Background: an optimization exercise with open tools, aiming at small area, a short achievable clock period and few clock cycles per item. Do not read the settings as production practice. At most, simulation tests tie the RTL to the original design; equivalence was not proved. Power and IR drop assume default switching activity.

Setup of lane 1:
==> flow/design.v (excerpt) <==
module region_average_color_core (
	input  logic       clk,
	input  logic       arst_n,
	input  logic       cfg_wr_en,
	input  logic [1:0] cfg_index,
	input  logic [11:0] cfg_data,
	input  logic        pixel_valid,
	output logic        pixel_ready,
	input  logic [10:0] pixel_x,
	input  logic [10:0] pixel_y,
	input  logic [7:0]  pixel_blue,
	input  logic [7:0]  pixel_green,
	input  logic [7:0]  pixel_red,
	input  logic        last_pixel,
	output logic        mean_valid,
	input  logic        mean_ready,
	output logic [7:0]  mean_red,
	output logic [7:0]  mean_green,
	output logic [7:0]  mean_blue,
	output logic [22:0] inside_count,
	output logic        region_empty
);
clock: 6.0 ns
lec_check: 0
cap_margin: 20
core_margin: 2
core_utilization: 40
cts_cluster_diameter: 100
cts_cluster_size: 30
setup_slack_margin: 3.3
slew_margin: 20
standard.sh (not shown) runs the stock make flow with config.mk's settings and CLKGATE_MAP_FILE= SYNTH_SCRIPT=/design/flow/synth_recipe.tcl, a recipe that flattens the netlist after the stock synthesis.
==> flow/flow/run.sh <==
#!/bin/bash
# The standard layout (standard.sh, ORFS from synthesis to finish) with one
# change: the buffer placed on each input and output port is the plain
# sky130_fd_sc_hd__buf_1 instead of the delay cell buffer_ports picks by
# default. make's full output goes to standard.log; ORFS's per-step logs stay
# under orfs/logs/.
set -uo pipefail
export BUFFER_PORTS_ARGS="-buffer_cell sky130_fd_sc_hd__buf_1"
bash standard.sh > standard.log 2>&1
> inputs changed (lane 1 -> lane 4)
- CTS_CLUSTER_DIAMETER no longer set, was 100
- CTS_CLUSTER_SIZE no longer set, was 30
## What came out
Every stage of the flow completed for lane 4, and the final layout passed the timing, DRC and antenna checks.
Diff lane 1 -> lane 4 | clock network latency to the later pin of the worst-skew pair | increase of 40 ps
Summary of the comparison: met2 wirelength from detailed routing is lower in lane 4, relative to lane 1.
Going from lane 1 to lane 4, CTS clock-pin slew for the worst setup and hold paths shrinks by 50 ps.
Lane 1 tops out at a lower clock frequency than lane 4.
When lane 4 is measured against lane 1, its global-route wire length before repair turns out 1.0% higher.
Compared with lane 1, lane 4 shows a higher final critical-path setup slack.
Comparing lane 4 and lane 1, the higher fraction of the cycle the final worst path needs is on lane 1.
Compared with lane 1, in lane 4 final instance count without filler cells went up 28, global-route usage went up 0.17 points, count of clock-buffer cells in the layout went up 27.
No functional check of the RTL was part of any run of this note.

* * *

region_average_color_core, a different RTL version from the one above (not shown whole).
Size in the first run: roughly 220 flip-flops, ~120 I/O pins.
Design region_average_color_core, start of the top module:
module region_average_color_core (
	input  logic       clk,
	input  logic       arst_n,
	input  logic       cfg_wr_en,
	input  logic [1:0] cfg_index,
	input  logic [11:0] cfg_data,
	input  logic        pixel_valid,
	output logic        pixel_ready,
	input  logic [10:0] pixel_x,
	input  logic [10:0] pixel_y,
	input  logic [7:0]  pixel_blue,
	input  logic [7:0]  pixel_green,
	input  logic [7:0]  pixel_red,
	input  logic        last_pixel,
	output logic        mean_valid,
	input  logic        mean_ready,
	output logic [7:0]  mean_red,
	output logic [7:0]  mean_green,
	output logic [7:0]  mean_blue,
	output logic [22:0] inside_count,
	output logic        region_empty
);
clock: 6.0 ns
lec_check: 0
cap_margin: 20
core_margin: 2
core_utilization: 40
setup_slack_margin: 3.5
slew_margin: 20
run.sh (not shown) runs the stock make flow with config.mk's settings and CLKGATE_MAP_FILE= SYNTH_SCRIPT=/design/flow/synth_recipe.tcl, a recipe that flattens the netlist after the stock synthesis.
Stock flow here: none of the scripts above is used.
The first run completed without violations.
Then changed:
- SETUP_SLACK_MARGIN: 3.5 -> 3.0
After rerunning:
- cell count came out lower by 3.3%
- worst setup slack degrades by 0.24 ns
- core utilization came out lower by 4.5 points
- power falls by 13%
- maximum frequency decreases by 8.1%
No run of this note included a check of the RTL's function; only the layout flow was run.

* * *

## xenon
Another version of the RTL of region_average_color_core (not shown whole).
Size: roughly 1400 cells after synthesis, ~120 I/O pins, roughly 13000 um^2 of cells after synthesis.
export LEC_CHECK = 0
export CAP_MARGIN = 20
export CORE_MARGIN = 2
export CORE_UTILIZATION = 40
export SETUP_SLACK_MARGIN = 3.0
export SLEW_MARGIN = 20
create_clock -name core_clock -period 6.0 [get_ports {clk}]
standard.sh (not shown) runs the stock make flow with config.mk's settings and CLKGATE_MAP_FILE= SYNTH_SCRIPT=/design/flow/synth_recipe.tcl, a recipe that flattens the netlist after the stock synthesis.
Scripts as last shown in full above: flow/flow/run.sh
Testbench counts of xenon, summed over its fixed seeds: cycles 226,409, pixels 216,409.
Setup changes, xenon to cedar
-- flow/config.mk --
<<< xenon, line 10
export CORE_UTILIZATION = 40
export SETUP_SLACK_MARGIN = 3.0
export SLEW_MARGIN = 20
>>> cedar, line 10
export CORE_UTILIZATION = 40
export SETUP_SLACK_MARGIN = 3.3
export SLEW_MARGIN = 20
Results
Delta (cedar minus xenon): clock network power share went up 0.5 points; core utilization went up 0.59 points; filler-free cell count of the finished design held.
Cell type of the slowest stage on the worst timing path = sky130_fd_sc_hd__fa_2: cedar; cell type of the slowest stage on the worst timing path = sky130_fd_sc_hd__nand3_2: xenon
Input changes introduced in maple (baseline for comparison: cedar):
-- flow/config.mk --
<<< cedar, line 9
export CORE_MARGIN = 2
export CORE_UTILIZATION = 40
export SETUP_SLACK_MARGIN = 3.3
>>> maple, line 9
export CORE_MARGIN = 2
export CORE_UTILIZATION = 60
export SETUP_SLACK_MARGIN = 3.3
Findings:
- [compare] base=cedar new=maple: data required time at the worst endpoint stayed essentially flat, post-detailed-route via-to-cell ratio rose by about 7%.
- Global placement routability congestion of maple exceeds that of cedar by a few percent.
- maple reports a lower clock share of power than cedar does.
Relative to maple, the following input files were edited for juniper:
-- flow/config.mk --
<<< maple, line 9
export CORE_MARGIN = 2
export CORE_UTILIZATION = 60
export SETUP_SLACK_MARGIN = 3.3
export SLEW_MARGIN = 20
>>> juniper, line 9
export CORE_MARGIN = 2
export CORE_UTILIZATION = 40
export SETUP_SLACK_MARGIN = 3.8
export SLEW_MARGIN = 20
## What came out
- Multi-input combinational cell count delta (juniper -> maple): insignificant
- For the global routing met1 resource utilization, juniper came in 7.7 points lower than maple did.
- The higher aggregate routed wire length of juniper and maple is in juniper.
- Diff maple -> juniper | total instance count after detailed placement | increase of 127
- Looking at maximum frequency across juniper and maple, the one that comes out lower is juniper.
--- input diff juniper..garnet ---
-- flow/config.mk --
<<< juniper, line 10
export CORE_UTILIZATION = 40
export SETUP_SLACK_MARGIN = 3.8
export SLEW_MARGIN = 20
>>> garnet, line 10
export CORE_UTILIZATION = 40
export CTS_CLUSTER_DIAMETER = 80
export CTS_CLUSTER_SIZE = 20
export SETUP_SLACK_MARGIN = 3.3
export SLEW_MARGIN = 20
==> summary.txt <==
Changes observed in garnet relative to juniper: layout buffer count excluding clock buffers shows a reduction of 38%, fraction of standard cell area that is sequential now larger, total number of vias shows a reduction of 518.
The following lists how nickel was set up differently from garnet:
-- flow/config.mk --
<<< garnet, line 10
export CORE_UTILIZATION = 40
export CTS_CLUSTER_DIAMETER = 80
export CTS_CLUSTER_SIZE = 20
export SETUP_SLACK_MARGIN = 3.3
export SLEW_MARGIN = 20
>>> nickel, line 10
export CORE_UTILIZATION = 40
export SETUP_SLACK_MARGIN = 3.6
export SLEW_MARGIN = 20
==> summary.txt <==
When nickel is measured against garnet, its final design area excluding fillers turns out about 5.5% higher. Fraction of layout cells with a size suffix above 1: nickel > garnet. Looking at routed wire length, nickel sits about 3.5% above garnet. nickel: number of antenna violations at the first check in global routing lower than garnet. Comparing nickel against garnet, there is no change at all in width of the die. nickel reports its critical path startpoint as tally_q[0] while garnet reports pixel_y[0]. Compared with garnet, in nickel clock-pin slew reported for the worst setup and hold paths after clock tree synthesis shrank by 0.02 ns; number of standard cells in the final layout excluding fillers grew by 37. Comparing garnet and nickel, setup slack after layout is lower on garnet.

## port drivers added, routing unchanged
In the flow no input, the clock included, has a driving cell. The finished layouts below were timed again as built, in two steps. Step 1: set_driving_cell puts a clkbuf_16 on clk and a buf_2 on each other input, an assumption about the parent block. Step 2 also shifts input and output timing later by t, the mid clock arrival at the registers, as if the neighbouring blocks saw the same clock. a / b / c = ideal ports / drivers / drivers and shift; a / b = the first two.
| run | t, ns | setup WS [ns] | worst slew at a driven data input, ns |
|---|---|---|---|
| lane 1 | 0.528 | 3.213 / 3.245 / 2.718 | 0.08 |
| lane 4 | 0.573 | 3.279 / 3.312 / 2.740 | 0.08 |
| the first run of note 2 | 0.593 | 3.281 / 3.281 / 3.013 | 0.08 |
| the second run of note 2 | 0.607 | 3.040 / 2.989 / 2.765 | 0.07 |
| xenon | 0.582 | 3.196 / 3.196 / 2.902 | 0.07 |
| cedar | 0.593 | 3.456 / 3.456 / 2.906 | 0.07 |
| maple | 0.574 | 3.419 / 3.419 / 3.091 | 0.06 |
| juniper | 0.593 | 3.399 / 3.399 / 3.208 | 0.06 |
| garnet | 0.536 | 3.412 / 3.439 / 2.903 | 0.07 |
| nickel | 0.579 | 3.453 / 3.453 / 3.156 | 0.06 |
After both steps setup and hold are still met in every run listed. The setup slack of cedar, which loses most, moves by 0.000 ns with the drivers and by -0.550 ns with both steps.
